Context: an optimization exercise on an open-source flow, tuned for small area, a short achievable clock period and few clock cycles. The choices shown serve that exercise and are no tape-out recipe.
In this exercise RTL edits were held to simulation tests only and were not proved equivalent to the original.
No activity file was given, so power comes from the tool's default toggle rates.

[config.mk]
export PLATFORM = sky130hd
export DESIGN_NAME = cpu_core
export DESIGN_NICKNAME = cpu_core
export VERILOG_FILES = /design/flow/design.v
export SDC_FILE = /design/flow/constraint.sdc
export NUM_CORES = 4
export LEC_CHECK = 0
export ABC_CLOCK_PERIOD_IN_PS = 3500
export CAP_MARGIN = 20
export CELL_PAD_IN_SITES_DETAIL_PLACEMENT = 0
export CELL_PAD_IN_SITES_GLOBAL_PLACEMENT = 0
export CORE_MARGIN = 2
export CORE_UTILIZATION = 55
export CTS_CLUSTER_DIAMETER = 60
export CTS_CLUSTER_SIZE = 40
export PLACE_DENSITY = 0.6
export SETUP_SLACK_MARGIN = 5.0
export SLEW_MARGIN = 20
[constraint.sdc]
create_clock -name core_clock -period 8.0 [get_ports {raw_clk}]
set_input_delay 1.6000 -clock core_clock [delete_from_list [all_inputs] [get_ports {raw_clk}]]
set_output_delay 1.6000 -clock core_clock [all_outputs]
set_load 0.01 [all_outputs]
[design.v]
package cpu6502_pkg;
  typedef logic [7:0] byte_t;
  typedef logic [7:0] addr_t;
  localparam int MEM_BYTES = 256;
  localparam int SB_SLOTS = 12;
  localparam int FLAG_N = 7;
  localparam int FLAG_V = 6;
  localparam int FLAG_B = 4;
  localparam int FLAG_Z = 1;
  localparam int FLAG_C = 0;
  localparam logic [4:0] K_ORA = 5'd0;
  localparam logic [4:0] K_AND = 5'd1;
  localparam logic [4:0] K_EOR = 5'd2;
  localparam logic [4:0] K_ADC = 5'd3;
  localparam logic [4:0] K_STA = 5'd4;
  localparam logic [4:0] K_LDA = 5'd5;
  localparam logic [4:0] K_CMP = 5'd6;
  localparam logic [4:0] K_SBC = 5'd7;
  localparam logic [4:0] K_LDX = 5'd8;
  localparam logic [4:0] K_LDY = 5'd9;
  localparam logic [4:0] K_TAX = 5'd10;
  localparam logic [4:0] K_TAY = 5'd11;
  localparam logic [4:0] K_TXA = 5'd12;
  localparam logic [4:0] K_TYA = 5'd13;
  localparam logic [4:0] K_INX = 5'd14;
  localparam logic [4:0] K_INY = 5'd15;
  localparam logic [4:0] K_DEX = 5'd16;
  localparam logic [4:0] K_DEY = 5'd17;
  localparam logic [4:0] K_CLC = 5'd18;
  localparam logic [4:0] K_SEC = 5'd19;
  localparam logic [4:0] K_NOP = 5'd20;
endpackage
`timescale 1ns/10ps
module program_rom (
  input  logic               raw_clk,
  input  logic [15:0]        whi_n,
  input  logic [15:0]        wlo_n,
  input  cpu6502_pkg::byte_t wd,
  input  logic [15:0]        rhi,
  input  logic [63:0]        rlo,
  output cpu6502_pkg::byte_t rd0,
  output cpu6502_pkg::byte_t rd1
);
  logic [8*cpu6502_pkg::MEM_BYTES-1:0] mem;
  for (genvar i = 0; i < cpu6502_pkg::MEM_BYTES; i++)
  begin : g_byte
    always_ff @(posedge raw_clk)
    begin
      if (!(whi_n[i / 16] || wlo_n[i % 16]))
        mem[8*i +: 8] <= wd;
    end
  end
  always_comb
  begin
    cpu6502_pkg::byte_t row;
    rd0 = '0;
    rd1 = '0;
    for (int h = 0; h < 16; h++)
    begin
      row = '0;
      for (int l = 0; l < 16; l++)
        row = row | (mem[8*(16*h+l) +: 8] & {8{rlo[16*(h/4)+l]}});
      if (h < 8)
        rd0 = rd0 | (row & {8{rhi[h]}});
      else
        rd1 = rd1 | (row & {8{rhi[h]}});
    end
  end
endmodule
`timescale 1ns/10ps
module fetch_decode (
  input  cpu6502_pkg::byte_t op,
  output logic [4:0]         kind,
  output logic               two_byte,
  output logic               zp,
  output logic               brk,
  output logic               illegal
);
  logic g1;
  assign g1 = (op[1:0] == 2'b01) &&
              ((op[4:2] == 3'b001) || ((op[4:2] == 3'b010) && (op[7:5] != 3'b100)));
  always_comb
  begin
    kind     = cpu6502_pkg::K_NOP;
    two_byte = 1'b0;
    zp       = 1'b0;
    brk      = 1'b0;
    illegal  = 1'b0;
    if (g1)
    begin
      kind     = {2'b00, op[7:5]};
      two_byte = 1'b1;
      zp       = (op[4:2] == 3'b001) && (op[7:5] != 3'b100);
    end
    else
    begin
      case (op)
        8'hA2: begin kind = cpu6502_pkg::K_LDX; two_byte = 1'b1; end
        8'hA0: begin kind = cpu6502_pkg::K_LDY; two_byte = 1'b1; end
        8'hAA: kind = cpu6502_pkg::K_TAX;
        8'hA8: kind = cpu6502_pkg::K_TAY;
        8'h8A: kind = cpu6502_pkg::K_TXA;
        8'h98: kind = cpu6502_pkg::K_TYA;
        8'hE8: kind = cpu6502_pkg::K_INX;
        8'hC8: kind = cpu6502_pkg::K_INY;
        8'hCA: kind = cpu6502_pkg::K_DEX;
        8'h88: kind = cpu6502_pkg::K_DEY;
        8'h18: kind = cpu6502_pkg::K_CLC;
        8'h38: kind = cpu6502_pkg::K_SEC;
        8'hEA: kind = cpu6502_pkg::K_NOP;
        8'h00: brk  = 1'b1;
        default: illegal = 1'b1;
      endcase
    end
  end
endmodule
`timescale 1ns/10ps
module op_queue #(
  parameter int K = cpu6502_pkg::SB_SLOTS
) (
  input  logic               raw_clk,
  input  logic               drop,
  input  logic               commit,
  input  cpu6502_pkg::addr_t ld,
  input  cpu6502_pkg::addr_t la,
  output logic [K-1:0]       m_spec,
  output logic [K-1:0]       m_comm,
  output logic               hit,
  output cpu6502_pkg::byte_t hit_data,
  output logic [K-1:0]       alloc_oh,
  output logic               free_any,
  input  logic               alloc_en,
  input  logic               sa_en,
  input  logic [K-1:0]       dw_oh,
  input  cpu6502_pkg::byte_t dw_data,
  input  logic [K-1:0]       inv,
  input  logic               drain_ok,
  output logic               drain_v,
  output cpu6502_pkg::addr_t drain_addr,
  output cpu6502_pkg::byte_t drain_data
);
  logic               sv [0:K-1];
  logic               ss [0:K-1];
  logic               sh [0:K-1];
  cpu6502_pkg::addr_t sa [0:K-1];
  cpu6502_pkg::byte_t sd [0:K-1];
  logic [K-1:0]       comm;
  logic [K-1:0]       mq;
  logic [K-1:0]       drain_oh;
  logic               hit_s;
  cpu6502_pkg::byte_t data_s;
  cpu6502_pkg::byte_t data_c;
  always_comb
  begin
    for (int i = 0; i < K; i++)
    begin
      m_spec[i] = mq[i] && sv[i] && ss[i];
      m_comm[i] = mq[i] && sv[i] && !ss[i];
      comm[i]   = sv[i] && !ss[i];
    end
  end
  always_comb
  begin
    hit_s  = |m_spec;
    hit    = |m_spec || |m_comm;
    data_s = '0;
    data_c = '0;
    for (int i = 0; i < K; i++)
    begin
      data_s = data_s | (sd[i] & {8{m_spec[i]}});
      data_c = data_c | (sd[i] & {8{m_comm[i]}});
    end
    hit_data = hit_s ? data_s : data_c;
  end
  always_comb
  begin
    alloc_oh = '0;
    free_any = 1'b0;
    for (int i = 0; i < K; i++)
    begin
      if (!sv[i] && !free_any)
      begin
        alloc_oh[i] = 1'b1;
        free_any    = 1'b1;
      end
    end
  end
  always_comb
  begin
    drain_oh = '0;
    drain_v  = 1'b0;
    for (int i = 0; i < K; i++)
    begin
      if (comm[i] && !drain_v)
      begin
        drain_oh[i] = 1'b1;
        drain_v     = 1'b1;
      end
    end
    drain_addr = '0;
    drain_data = '0;
    for (int i = 0; i < K; i++)
    begin
      drain_addr = drain_addr | (sa[i] & {8{drain_oh[i]}});
      drain_data = drain_data | (sd[i] & {8{drain_oh[i]}});
    end
  end
  always_ff @(posedge raw_clk)
  begin
    for (int i = 0; i < K; i++)
      mq[i] <= (sa[i] == ld) || (sa_en && alloc_oh[i] && (la == ld));
  end
  always_ff @(posedge raw_clk)
  begin
    for (int i = 0; i < K; i++)
    begin
      if (sa_en && alloc_oh[i])
        sa[i] <= la;
      if (alloc_en && alloc_oh[i])
      begin
        sv[i] <= 1'b1;
        ss[i] <= 1'b1;
        sh[i] <= 1'b0;
      end
      else
      begin
        if ((drain_ok && drain_oh[i]) || inv[i] || (drop && ss[i]) || (commit && sh[i]))
          sv[i] <= 1'b0;
        if (commit || drop)
        begin
          ss[i] <= 1'b0;
          sh[i] <= 1'b0;
        end
        else if (alloc_en && m_comm[i])
        begin
          sh[i] <= 1'b1;
        end
      end
      if (dw_oh[i])
        sd[i] <= dw_data;
    end
  end
endmodule
`timescale 1ns/10ps
module execute_unit (
  input  logic               raw_clk,
  input  logic               w_en,
  input  logic               w_rst,
  input  logic               rs_n,
  input  logic               wz_n,
  input  cpu6502_pkg::addr_t w_addr,
  input  cpu6502_pkg::byte_t w_data,
  output logic [15:0]        fpc_hi_o,
  output logic [63:0]        fpc_lo_o,
  input  cpu6502_pkg::byte_t prd,
  input  logic               out_ok,
  output cpu6502_pkg::byte_t reg_a,
  output cpu6502_pkg::byte_t reg_x,
  output cpu6502_pkg::byte_t reg_y,
  output cpu6502_pkg::byte_t status,
  output logic               halted,
  output logic               fault
);
  localparam int K = cpu6502_pkg::SB_SLOTS;
  logic               rs_q;
  logic               wz_q;
  logic [8:0]         hw;
  logic               f_inc;
  logic               spec_live;
  logic               restart;
  logic               inorder;
  logic               bad;
  logic               flush;
  logic               w_zero;
  cpu6502_pkg::addr_t fpc;
  logic [15:0]        fpc_hi;
  logic [63:0]        fpc_lo;
  logic               lo_end;
  logic               q_end;
  cpu6502_pkg::byte_t bq;
  logic               bv;
  logic               avail;
  cpu6502_pkg::byte_t byte_f;
  logic [4:0]         dk_kind;
  logic               dk_two;
  logic               dk_zp;
  logic               dk_brk;
  logic               dk_ill;
  logic               d_arg;
  logic [4:0]         d_kind;
  logic               d_zp;
  logic               d_sta;
  logic               d_stop;
  logic               d_stall;
  logic               consume;
  logic               r_valid;
  logic [4:0]         r_kind;
  logic               r_zp;
  logic               r_sta;
  logic               r_brk;
  logic               r_ill;
  cpu6502_pkg::addr_t r_addr;
  logic [15:0]        r_hi;
  logic [63:0]        r_lo;
  logic               e_valid;
  cpu6502_pkg::addr_t e_addr;
  cpu6502_pkg::byte_t m_q;
  cpu6502_pkg::byte_t m_alt;
  logic               m_selz;
  cpu6502_pkg::byte_t zh0, zh1;
  logic               e_spec;
  logic [K-1:0]       e_tgt;
  logic [K-1:0]       e_inv_m;
  logic               e_sta;
  logic               e_direct;
  cpu6502_pkg::byte_t ra, rx, ry;
  logic               fn, fv, fb, fz, fc;
  logic               halted_i, fault_i;
  logic               pw_v;
  cpu6502_pkg::addr_t pw_a;
  cpu6502_pkg::byte_t pw_d;
  cpu6502_pkg::byte_t zp_rd0, zp_rd1;
  cpu6502_pkg::byte_t zp_val;
  logic [K-1:0]       m_spec;
  logic [K-1:0]       m_comm;
  logic               sb_hit;
  cpu6502_pkg::byte_t sb_data;
  logic [K-1:0]       alloc_oh;
  logic               free_any;
  logic               alloc_en;
  logic               drain_ok;
  logic               drain_v;
  cpu6502_pkg::addr_t drain_addr;
  cpu6502_pkg::byte_t drain_data;
  assign w_zero  = wz_q;
  assign restart = rs_q;
  assign inorder = w_en && !hw[8] && (w_addr == hw[7:0]);
  assign bad     = w_rst && w_en && !restart && !inorder;
  assign flush   = restart || bad;
  always_ff @(posedge raw_clk)
  begin
    if (restart)
    begin
      hw        <= {8'h00, w_zero};
      spec_live <= !w_en || w_zero;
    end
    else if (bad)
    begin
      spec_live <= 1'b0;
    end
    else if (w_rst && inorder)
    begin
      hw <= hw + 9'd1;
    end
  end
  logic               direct;
  logic               d_use_b;
  cpu6502_pkg::byte_t d_byte;
  logic               d_valid;
  logic               d_arg_e;
  logic               d_stop_e;
  assign direct  = restart ? w_zero :
                   (!bv && w_rst && spec_live && inorder && (w_addr == fpc));
  assign avail   = !w_rst ||
                   (spec_live && (({1'b0, fpc} < hw) || (inorder && (w_addr == fpc))));
  assign byte_f  = (w_en && (w_addr == fpc)) ? w_data : prd;
  logic               bv_n;
  logic               dub_q;
  assign f_inc = bv ? (consume && avail) : (direct || avail);
  always_comb
  begin
    bv_n = bv;
    if (flush)
      bv_n = 1'b0;
    else if (bv)
    begin
      if (consume)
        bv_n = avail;
    end
    else if (direct)
      bv_n = !consume;
    else
      bv_n = avail;
  end
  always_ff @(posedge raw_clk)
  begin
    bv <= bv_n;
    dub_q <= bv_n && !rs_n;
    rs_q  <= rs_n;
    wz_q  <= wz_n;
    if (flush)
    begin
      fpc    <= {7'd0, restart && w_zero};
      fpc_hi <= 16'd1;
      fpc_lo <= {62'd0, restart && w_zero, !(restart && w_zero)};
    end
    else if (f_inc)
    begin
      bq     <= byte_f;
      fpc    <= fpc + 8'd1;
      if (lo_end && q_end)
        fpc_lo <= {fpc_lo[62:0], fpc_lo[63]};
      else
        for (int q = 0; q < 4; q++)
          fpc_lo[16*q +: 16] <= {fpc_lo[16*q +: 15], fpc_lo[16*q+15]};
      if (lo_end)
        fpc_hi <= {fpc_hi[14:0], fpc_hi[15]};
    end
  end
  assign lo_end   = fpc_lo[15] || fpc_lo[31] || fpc_lo[47] || fpc_lo[63];
  assign q_end    = fpc_hi[3] || fpc_hi[7] || fpc_hi[11] || fpc_hi[15];
  assign fpc_hi_o = fpc_hi;
  assign fpc_lo_o = fpc_lo;
  assign d_use_b  = dub_q;
  assign d_byte   = d_use_b ? bq : w_data;
  assign d_valid  = d_use_b || direct;
  assign d_arg_e  = d_arg && !restart;
  assign d_stop_e = d_stop && !restart;
  fetch_decode dec (
    .op       (d_byte),
    .kind     (dk_kind),
    .two_byte (dk_two),
    .zp       (dk_zp),
    .brk      (dk_brk),
    .illegal  (dk_ill)
  );
  assign d_stall = d_arg_e && d_sta && w_rst && !free_any && !(drain_ok && drain_v);
  assign consume = d_valid && !d_stop_e && !d_stall;
  always_ff @(posedge raw_clk)
  begin
    if (bad)
    begin
      d_arg   <= 1'b0;
      d_stop  <= 1'b0;
      r_valid <= 1'b0;
      r_brk   <= 1'b0;
      r_ill   <= 1'b0;
    end
    else
    begin
      r_valid <= consume && (d_arg_e || (!dk_two && !dk_brk && !dk_ill));
      r_brk   <= consume && !d_arg_e && dk_brk;
      r_ill   <= consume && !d_arg_e && dk_ill;
      if (consume)
      begin
        if (!d_arg_e)
        begin
          d_stop <= dk_brk || dk_ill;
          d_arg  <= dk_two;
        end
        else
        begin
          d_arg <= 1'b0;
        end
      end
      else if (restart)
      begin
        d_arg  <= 1'b0;
        d_stop <= 1'b0;
      end
    end
  end
  always_ff @(posedge raw_clk)
  begin
    if (consume && !d_arg_e)
    begin
      d_kind <= dk_kind;
      d_zp   <= dk_zp;
      d_sta  <= (dk_kind == cpu6502_pkg::K_STA);
    end
  end
  always_ff @(posedge raw_clk)
  begin
    r_kind <= d_arg_e ? d_kind : dk_kind;
    r_zp   <= d_arg_e && d_zp;
    r_sta  <= d_arg_e && d_sta;
    r_addr <= d_byte;
    for (int i = 0; i < 16; i++)
    begin
      r_hi[i] <= (d_byte[7:4] == i);
      for (int q = 0; q < 4; q++)
        r_lo[16*q+i] <= (d_byte[3:0] == i) && (d_byte[7:6] == q);
    end
  end
  logic               pw_hit;
  logic               sel_sb, sel_pw, sel_zp, sel_imm;
  assign pw_hit   = pw_v && (pw_a == r_addr);
  assign sel_sb   = r_zp && sb_hit;
  assign sel_pw   = r_zp && !sb_hit && pw_hit;
  assign sel_zp   = r_zp && !sb_hit && !pw_hit;
  assign sel_imm  = !r_zp;
  assign zp_val   = (sb_data & {8{sel_sb}}) | (pw_d & {8{sel_pw}}) |
                    (r_addr & {8{sel_imm}});
  assign alloc_en = r_valid && r_sta && w_rst && !(|m_spec) && !flush;
  logic e_ora, e_and, e_eor, e_lda, e_add, e_cmp, e_inv, e_ldx, e_ldy;
  logic e_tax, e_tay, e_txa, e_tya, e_inx, e_iny, e_dex, e_dey, e_clc, e_sec;
  logic e_wa, e_wx, e_wy, e_wc, e_wnz;
  always_ff @(posedge raw_clk)
  begin
    logic v;
    v = r_valid && !flush;
    e_valid <= v;
    e_sta   <= v && (r_kind == cpu6502_pkg::K_STA);
    e_ora   <= v && (r_kind == cpu6502_pkg::K_ORA);
    e_and   <= v && (r_kind == cpu6502_pkg::K_AND);
    e_eor   <= v && (r_kind == cpu6502_pkg::K_EOR);
    e_lda   <= v && (r_kind == cpu6502_pkg::K_LDA);
    e_add   <= v && ((r_kind == cpu6502_pkg::K_ADC) || (r_kind == cpu6502_pkg::K_SBC));
    e_cmp   <= v && (r_kind == cpu6502_pkg::K_CMP);
    e_inv   <= (r_kind == cpu6502_pkg::K_SBC) || (r_kind == cpu6502_pkg::K_CMP);
    e_ldx   <= v && (r_kind == cpu6502_pkg::K_LDX);
    e_ldy   <= v && (r_kind == cpu6502_pkg::K_LDY);
    e_tax   <= v && (r_kind == cpu6502_pkg::K_TAX);
    e_tay   <= v && (r_kind == cpu6502_pkg::K_TAY);
    e_txa   <= v && (r_kind == cpu6502_pkg::K_TXA);
    e_tya   <= v && (r_kind == cpu6502_pkg::K_TYA);
    e_inx   <= v && (r_kind == cpu6502_pkg::K_INX);
    e_iny   <= v && (r_kind == cpu6502_pkg::K_INY);
    e_dex   <= v && (r_kind == cpu6502_pkg::K_DEX);
    e_dey   <= v && (r_kind == cpu6502_pkg::K_DEY);
    e_clc   <= v && (r_kind == cpu6502_pkg::K_CLC);
    e_sec   <= v && (r_kind == cpu6502_pkg::K_SEC);
    e_wa    <= v && ((r_kind <= cpu6502_pkg::K_LDA) && (r_kind != cpu6502_pkg::K_STA) ||
                     (r_kind == cpu6502_pkg::K_SBC) || (r_kind == cpu6502_pkg::K_TXA) ||
                     (r_kind == cpu6502_pkg::K_TYA));
    e_wx    <= v && ((r_kind == cpu6502_pkg::K_LDX) || (r_kind == cpu6502_pkg::K_TAX) ||
                     (r_kind == cpu6502_pkg::K_INX) || (r_kind == cpu6502_pkg::K_DEX));
    e_wy    <= v && ((r_kind == cpu6502_pkg::K_LDY) || (r_kind == cpu6502_pkg::K_TAY) ||
                     (r_kind == cpu6502_pkg::K_INY) || (r_kind == cpu6502_pkg::K_DEY));
    e_wc    <= v && ((r_kind == cpu6502_pkg::K_ADC) || (r_kind == cpu6502_pkg::K_SBC) ||
                     (r_kind == cpu6502_pkg::K_CMP) || (r_kind == cpu6502_pkg::K_CLC) ||
                     (r_kind == cpu6502_pkg::K_SEC));
    e_wnz   <= v && (r_kind != cpu6502_pkg::K_STA) && (r_kind != cpu6502_pkg::K_CLC) &&
                    (r_kind != cpu6502_pkg::K_SEC) && (r_kind != cpu6502_pkg::K_NOP);
    e_addr  <= r_addr;
    m_alt   <= zp_val;
    m_selz  <= sel_zp;
    zh0     <= zp_rd0;
    zh1     <= zp_rd1;
    e_spec  <= w_rst;
    e_tgt   <= (|m_spec) ? m_spec : alloc_oh;
    e_inv_m <= m_spec | m_comm;
  end
  logic               pw_n;
  cpu6502_pkg::addr_t pw_an;
  logic [15:0]        pw_hi_n;
  logic [15:0]        pw_lo_n;
  assign e_direct = e_sta && !e_spec;
  assign drain_ok = !e_direct;
  assign pw_n     = e_direct || drain_v;
  assign pw_an    = e_direct ? e_addr : drain_addr;
  always_ff @(posedge raw_clk)
  begin
    pw_v <= pw_n;
    pw_a <= pw_an;
    pw_d <= e_direct ? ra : drain_data;
    for (int i = 0; i < 16; i++)
    begin
      pw_hi_n[i] <= !(pw_n && (pw_an[7:4] == i));
      pw_lo_n[i] <= !(pw_an[3:0] == i);
    end
  end
  program_rom zp (
    .raw_clk (raw_clk),
    .whi_n   (pw_hi_n),
    .wlo_n   (pw_lo_n),
    .wd      (pw_d),
    .rhi     (r_hi),
    .rlo     (r_lo),
    .rd0     (zp_rd0),
    .rd1     (zp_rd1)
  );
  op_queue #(.K(K)) sb (
    .raw_clk    (raw_clk),
    .drop       (flush),
    .commit     (!w_rst),
    .ld         (d_byte),
    .la         (r_addr),
    .m_spec     (m_spec),
    .m_comm     (m_comm),
    .hit        (sb_hit),
    .hit_data   (sb_data),
    .alloc_oh   (alloc_oh),
    .free_any   (free_any),
    .alloc_en   (alloc_en),
    .sa_en      (r_valid && r_sta && w_rst),
    .dw_oh      ((e_sta && e_spec) ? e_tgt : {K{1'b0}}),
    .dw_data    (ra),
    .inv        (e_direct ? e_inv_m : {K{1'b0}}),
    .drain_ok   (drain_ok),
    .drain_v    (drain_v),
    .drain_addr (drain_addr),
    .drain_data (drain_data)
  );
  cpu6502_pkg::byte_t m_alu;
  logic               cin;
  logic [8:0]         sum;
  cpu6502_pkg::byte_t x_inc, x_dec, y_inc, y_dec;
  cpu6502_pkg::byte_t a_res, x_res, y_res;
  logic               sum_zero;
  logic               c_res, v_res, n_res, z_res;
  assign m_q = ((zh0 | zh1) & {8{m_selz}}) | (m_alt & {8{!m_selz}});
  always_comb
  begin
    m_alu = e_inv ? ~m_q : m_q;
    cin   = e_cmp || fc;
    sum   = {1'b0, ra} + {1'b0, m_alu} + {8'd0, cin};
    sum_zero = ((ra ^ m_alu) == {ra[6:0] | m_alu[6:0], cin});
    x_inc = rx + 8'd1;
    x_dec = rx - 8'd1;
    y_inc = ry + 8'd1;
    y_dec = ry - 8'd1;
    a_res = ((ra | m_q) & {8{e_ora}}) | ((ra & m_q) & {8{e_and}}) |
            ((ra ^ m_q) & {8{e_eor}}) | (m_q & {8{e_lda}}) |
            (sum[7:0] & {8{e_add}}) | (rx & {8{e_txa}}) | (ry & {8{e_tya}});
    x_res = (m_q & {8{e_ldx}}) | (ra & {8{e_tax}}) |
            (x_inc & {8{e_inx}}) | (x_dec & {8{e_dex}});
    y_res = (m_q & {8{e_ldy}}) | (ra & {8{e_tay}}) |
            (y_inc & {8{e_iny}}) | (y_dec & {8{e_dey}});
    c_res = ((e_add || e_cmp) && sum[8]) || e_sec;
    v_res = (ra[7] == m_alu[7]) && (sum[7] != ra[7]);
    n_res = ((ra[7] | m_q[7]) && e_ora) || ((ra[7] & m_q[7]) && e_and) ||
            ((ra[7] ^ m_q[7]) && e_eor) || (m_q[7] && (e_lda || e_ldx || e_ldy)) ||
            (sum[7] && (e_add || e_cmp)) || (ra[7] && (e_tax || e_tay)) ||
            (rx[7] && e_txa) || (ry[7] && e_tya) ||
            (x_inc[7] && e_inx) || (x_dec[7] && e_dex) ||
            (y_inc[7] && e_iny) || (y_dec[7] && e_dey);
    z_res = (((ra | m_q) == 8'd0) && e_ora) || (((ra & m_q) == 8'd0) && e_and) ||
            ((ra == m_q) && e_eor) || ((m_q == 8'd0) && (e_lda || e_ldx || e_ldy)) ||
            (sum_zero && (e_add || e_cmp)) || ((ra == 8'd0) && (e_tax || e_tay)) ||
            ((rx == 8'd0) && e_txa) || ((ry == 8'd0) && e_tya) ||
            ((rx == 8'hFF) && e_inx) || ((rx == 8'h01) && e_dex) ||
            ((ry == 8'hFF) && e_iny) || ((ry == 8'h01) && e_dey);
  end
  cpu6502_pkg::byte_t ra_n, rx_n, ry_n;
  logic               fn_n, fv_n, fb_n, fz_n, fc_n, halted_n, fault_n;
  always_comb
  begin
    ra_n     = e_wa ? a_res : ra;
    rx_n     = e_wx ? x_res : rx;
    ry_n     = e_wy ? y_res : ry;
    fc_n     = e_wc ? c_res : fc;
    fv_n     = e_add ? v_res : fv;
    fn_n     = e_wnz ? n_res : fn;
    fz_n     = e_wnz ? z_res : fz;
    fb_n     = fb || r_brk;
    halted_n = halted_i || r_brk;
    fault_n  = fault_i || r_ill;
    if (flush)
    begin
      ra_n     = '0;
      rx_n     = '0;
      ry_n     = '0;
      fc_n     = 1'b0;
      fv_n     = 1'b0;
      fn_n     = 1'b0;
      fz_n     = 1'b0;
      fb_n     = 1'b0;
      halted_n = 1'b0;
      fault_n  = 1'b0;
    end
  end
  always_ff @(posedge raw_clk)
  begin
    ra       <= ra_n;
    rx       <= rx_n;
    ry       <= ry_n;
    fc       <= fc_n;
    fv       <= fv_n;
    fn       <= fn_n;
    fz       <= fz_n;
    fb       <= fb_n;
    halted_i <= halted_n;
    fault_i  <= fault_n;
    if (!out_ok)
    begin
      reg_a  <= '0;
      reg_x  <= '0;
      reg_y  <= '0;
      status <= '0;
      halted <= 1'b0;
      fault  <= 1'b0;
    end
    else
    begin
      reg_a  <= ra_n;
      reg_x  <= rx_n;
      reg_y  <= ry_n;
      status <= {fn_n, fv_n, 1'b0, fb_n, 2'b00, fz_n, fc_n};
      halted <= halted_n;
      fault  <= fault_n;
    end
  end
endmodule
`timescale 1ns/10ps
module cpu_core (
  input  logic               raw_clk,
  input  logic               button_reset,
  input  logic               prog_we,
  input  cpu6502_pkg::addr_t prog_addr,
  input  cpu6502_pkg::byte_t prog_data,
  output cpu6502_pkg::byte_t reg_a,
  output cpu6502_pkg::byte_t reg_x,
  output cpu6502_pkg::byte_t reg_y,
  output cpu6502_pkg::byte_t status,
  output logic               halted,
  output logic               fault
);
  logic               w_en;
  logic               w_rst;
  logic               rs_n;
  logic               wz_n;
  cpu6502_pkg::addr_t w_addr;
  cpu6502_pkg::byte_t w_data;
  cpu6502_pkg::byte_t w_wd;
  logic [15:0]        w_hi_n;
  logic [15:0]        w_lo_n;
  logic [15:0]        fpc_hi;
  logic [63:0]        fpc_lo;
  cpu6502_pkg::byte_t prd;
  cpu6502_pkg::byte_t prd0, prd1;
  always_ff @(posedge raw_clk)
  begin
    w_en    <= prog_we;
    w_addr  <= prog_addr;
    w_data  <= prog_data;
    if (prog_we)
      w_wd <= prog_data;
    w_rst   <= !button_reset;
    for (int i = 0; i < 16; i++)
    begin
      w_hi_n[i] <= !(prog_we && (prog_addr[7:4] == i));
      w_lo_n[i] <= !(prog_addr[3:0] == i);
    end
  end
  assign wz_n = prog_we && (prog_addr == 8'h00);
  assign rs_n = !button_reset && (!w_rst || wz_n);
  assign prd = prd0 | prd1;
  program_rom rom (
    .raw_clk (raw_clk),
    .whi_n   (w_hi_n),
    .wlo_n   (w_lo_n),
    .wd      (w_wd),
    .rhi     (fpc_hi),
    .rlo     (fpc_lo),
    .rd0     (prd0),
    .rd1     (prd1)
  );
  execute_unit core (
    .raw_clk  (raw_clk),
    .w_en     (w_en),
    .w_rst    (w_rst),
    .rs_n     (rs_n),
    .wz_n     (wz_n),
    .w_addr   (w_addr),
    .w_data   (w_data),
    .fpc_hi_o (fpc_hi),
    .fpc_lo_o (fpc_lo),
    .prd      (prd),
    .out_ok   (button_reset),
    .reg_a    (reg_a),
    .reg_x    (reg_x),
    .reg_y    (reg_y),
    .status   (status),
    .halted   (halted),
    .fault    (fault)
  );
endmodule
[run.sh]
#!/bin/bash
# synth_recipe.tcl (not shown) runs the flow's synth.tcl, then flattens the netlist and writes it again
# the make line also repeats each setting of config.mk as NAME=value (left out here)
make -C /OpenROAD-flow-scripts/flow DESIGN_CONFIG=/design/flow/config.mk WORK_HOME=/design/flow/orfs CLKGATE_MAP_FILE= SYNTH_SCRIPT=/design/flow/synth_recipe.tcl finish
==> summary.txt <==
detailed router's first-iteration violation count=between 15,000 and 20,000; setup TNS=0 ns; area fraction in and, or, nand and nor cells after synthesis=0.0501; final period utilization=0.389; Lkg Pwr=around 57 nW; clock sink count=around 4,800; peak ir drop on the vdd network=approximately 0.23 mV; total design power=48.6 mW; EDFF count, synth=4,316; number of global-route vias before repair=around 100,000; via total after detailed routing=104,000; Synth Area per Inst=between 15 and 20 sq um; synthesized-area fraction occupied by ao, oa, aoi and oai cells=0.125; die boundary width=between 500 and 600 microns; count of placed standard cells including taps=about 14,000; die outline height=approximately 570 microns; final count of hold timing violations=0; layout cells sized above 1=0.117; type of the tightest min-delay check=reg -> reg; site row count=207; total wirelength of the detailed-routed design=547,000 microns; startpoint of the worst-slack reg-to-reg timing path=core.fpc_lo[33]; timing startpoint of the critical path=core.fpc_lo[33]; crit start category=flip-flop; weighted congestion reported at the end of routability-driven placement=between 0.8 and 0.9; endpoint class of the critical path=flip-flop; post-DP HPWL=322,000 microns; transition at the pin with the smallest max-transition slack=about 1.3 ns; main combinational cell family by area after synthesis=compound AO/OA/AOI/OAI gates; wire length of the first global-routing pass=~760,000 microns; fmax=about 0.32 GHz; root buffer cell=sky130_fd_sc_hd__clkbuf_16; cell area after technology mapping=approximately 180,000 sq um; clock-pin slew on the worst setup and hold paths=~0.1 ns; remaining number of nets flagged by the antenna check after routing=0; length of the first detailed-routing pass in iterations=7; max-cap violation count=0; pin count of the biggest net entering global routing=roughly 200; count of distinct cell types in the synthesized netlist=around 80; detail-routed via count per cell=6.99; FFs w/ async S/R, synth=0; Worst Path Class, Setup=reg -> reg; Routed met1 length=207,000 microns; amount of wire on met2 after detailed routing=approximately 260,000 microns; CTS buffer count=304; routed length per placed instance=approximately 37 microns; status=no timing/DRC/antenna violations; Crit path required time=around 8.6 ns; maximum clock path buffer count=4; # IOs=53; remaining design rule violation count=0; met3 layer wire length in the routed design=49,600 microns; Worst Hold Margin=0.453 ns; post-synthesis sequential element count=around 4,800; Yosys warnings=10; portion of netlist area occupied by mux cells=0.00470; highest routing layer actually used=met5; global-route usage over all layers=0.330; CTS H-tree depth=5; Post-Syn Instances=10,600; largest clock skew in the final design=approximately 0.076 ns; number of antenna violations at the first check in global routing=24; TritonCTS clock tree=yes; Min Clock Period, post-route=~3.1 ns; endpoints failing setup=0; setup repair after global routing missed its margin=yes; Max-slew headroom=0.126; area growth from synthesis to layout=10.6%; die area=approximately 330,000 sq um; xor-xnor portion of the synthesized cell area=0.00819; part of the Yosys area used for sequential elements=0.790; Initial Utilization=0.554; power per standard cell area=around 250 nW/um^2; Synth Area in Adders=0.00356; crit path DAT=~3.7 ns; gr ovfl total=0; min-delay src=core.d_kind[4]; count of input and output buffers=49; max-slew violation total from the final report=0; non-filler cells in the finished layout=roughly 15,000; biggest fanout along the worst timing path=25; placeable core region=between 300,000 and 400,000 sq um; clock latency on the worst-skew pair=a little over 1 ns; commonest register cell after synthesis=sky130_fd_sc_hd__edfxtp_1; Final #Nets=approximately 11,000
[registers in the layout, summed over array words and instances (netlist names), 9 cells and up]
register and cells:
core.r_hi 16, w_hi_n 16, core.e_tgt 12, core.sb.mq 12
rom.mem 2048, core.e_inv_m 12, core.hw 9, core.sb.ss 12
core.pw_hi_n 16, w_lo_n 16, core.sb.sv 12, core.sb.sd 96
core.zp.mem 2048, core.sb.sa 96, core.sb.sh 12, core.r_lo 64
core.pw_lo_n 16, core.fpc_hi 16, core.fpc_lo 64
[where the power goes]
| part | total (mW) | switching [mW] | internal [mW] |
|---|---|---|---|
| logic | 3.23 | 2.16 | 1.07 |
| clock network | 17.8 | 9.58 | 8.19 |
| registers | 27.6 | 0.227 | 27.4 |
| total | 48.6 | 12.0 | 36.6 |
[metrics by stage]
| step | util | instance area [sq um] | setup slack [ns] |
|---|---|---|---|
| final | 0.612 | 195000 | 4.89 |
| after global routing | 0.612 | 195000 | 4.90 |
| after CTS | 0.609 | 194000 | 4.90 |
| after detailed placement | 0.569 | 181000 | 3.38 |
| after global placement | 0.569 | 181000 | 3.50 |
| after floorplan | - | 176000 | 3.95 |
[cells in the mapped netlist (all sizes together) (41+ instances only)]
cell	n	area, sq um
and2	48	300
ha	47	588
nor2	816	3060
inv	72	270
nand4	293	1830
buf	118	531
o21ai	209	1050
nor2b	41	257
xnor2	151	1320
nor3	59	310
edfxtp	4316	130000
mux2i	75	751
nand2	229	860
a22o	752	6590
nor4	51	325
a21oi	68	340
nand3	232	1160
a221oi	783	6860
clkbuf	634	2380
dfxtp	488	9770
a22oi	760	5710
[cell usage in the layout (no fill, tap or decap), types with 43 or more instances in the layout]
cell	count
sky130_fd_sc_hd__clkbuf_16	312
sky130_fd_sc_hd__nand4_1	293
sky130_fd_sc_hd__a21oi_1	54
sky130_fd_sc_hd__clkinv_8	52
sky130_fd_sc_hd__and2_1	46
sky130_fd_sc_hd__nand2_1	224
sky130_fd_sc_hd__o21ai_0	137
sky130_fd_sc_hd__xnor2_1	148
sky130_fd_sc_hd__inv_1	64
sky130_fd_sc_hd__ha_1	43
sky130_fd_sc_hd__mux2i_1	67
sky130_fd_sc_hd__nor4_1	43
sky130_fd_sc_hd__dfxtp_2	75
sky130_fd_sc_hd__edfxtp_1	4316
sky130_fd_sc_hd__a221oi_1	758
sky130_fd_sc_hd__nand3_1	227
sky130_fd_sc_hd__nor2_1	782
sky130_fd_sc_hd__a22o_1	752
sky130_fd_sc_hd__nor3_1	50
sky130_fd_sc_hd__buf_4	251
sky130_fd_sc_hd__dfxtp_1	390
sky130_fd_sc_hd__a22oi_1	751
sky130_fd_sc_hd__buf_6	50
[metal layers]
layer  GRT usage  vias to the layer above
met1       0.448                    54200
met3      0.0505                     1195
met4       0.145                       22
met2       0.534                     6100
li1            -                    43000
met5           0                        -
[worst paths after layout]
check	slack, ns	cells past startpoint	end
worst max-delay path	4.89	6	core.bq[5]
worst min-delay path	0.45	2	core.r_kind[4]
worst max register to register	4.89	6	core.bq[5]
worst min register to register	0.45	2	core.r_kind[4]
[cells by family (layout without fill, tap and decap cells)]
kind of cell,Yosys count,in the layout
xor+xnor,165,165
simple gates,1872,1873
flops,4804,4804
fa+ha+maj,49,49
buf+inv,828,1019
mux,82,82
other cells,1,19
compound gates,2750,2751
[repair_timing]
action | CTS | global route
buffers inserted | 60 | 22
gates cloned | 6 | 4
pin swaps | 51 | 48
setup endpoints to repair | 351 | 220
hold buffers | 0 | 0
resized for setup | 430 | 149
[cell type report]
type                            instances  area, sq um
Sequential cell                      4804       140000
Multi-Input combinational cell       4923        35100
Tap cell                             4180         5230
Clock inverter                        240         3260
Antenna cell                           16         40.0
Inverter                               76          322
Clock buffer                          319         7760
Fill cell                           23200       124000
Timing Repair Buffer                  384         3710
[worst max-delay path: stages, from the launching register on]
cell and delay, ns:
sky130_fd_sc_hd__dfxtp_2 0.44, sky130_fd_sc_hd__buf_6 0.25, sky130_fd_sc_hd__a221oi_2 0.35, sky130_fd_sc_hd__nand4_1 0.63
sky130_fd_sc_hd__a22o_1 0.46, sky130_fd_sc_hd__a221oi_4 0.33, sky130_fd_sc_hd__a41oi_2 0.26
Testbench counts, summed over its fixed seeds: cycles 27,525.

==> port drivers added, routing unchanged <==
How much do the figures lean on ideal ports? The routed layout below was timed once more, with nothing changed but the port constraints. Step 1: set_driving_cell puts a clkbuf_16 on raw_clk and a buf_2 on each other input, an assumption about the parent block. Step 2 adds t to the input delays and takes it off the output delays; t is the mean of the earliest and latest rising clock arrival at the registers after step 1. Input paths then give back, and output paths get back, about the clock's delay inside the block. a / b / c = ideal / step 1 / step 2; a / b = the first two.
t (ns): 1.071
slack for setup (ns): 4.888 / 4.846 / 4.113
worst setup path after step 2: input to register
worst register clock-pin slew, ns: 0.11 / 0.11
worst slew at a driven data input, ns: 0.16
After both steps setup and hold are still met in this run. For this run, drivers alone change the setup slack by -0.042 ns; drivers and shift together by -0.775 ns.
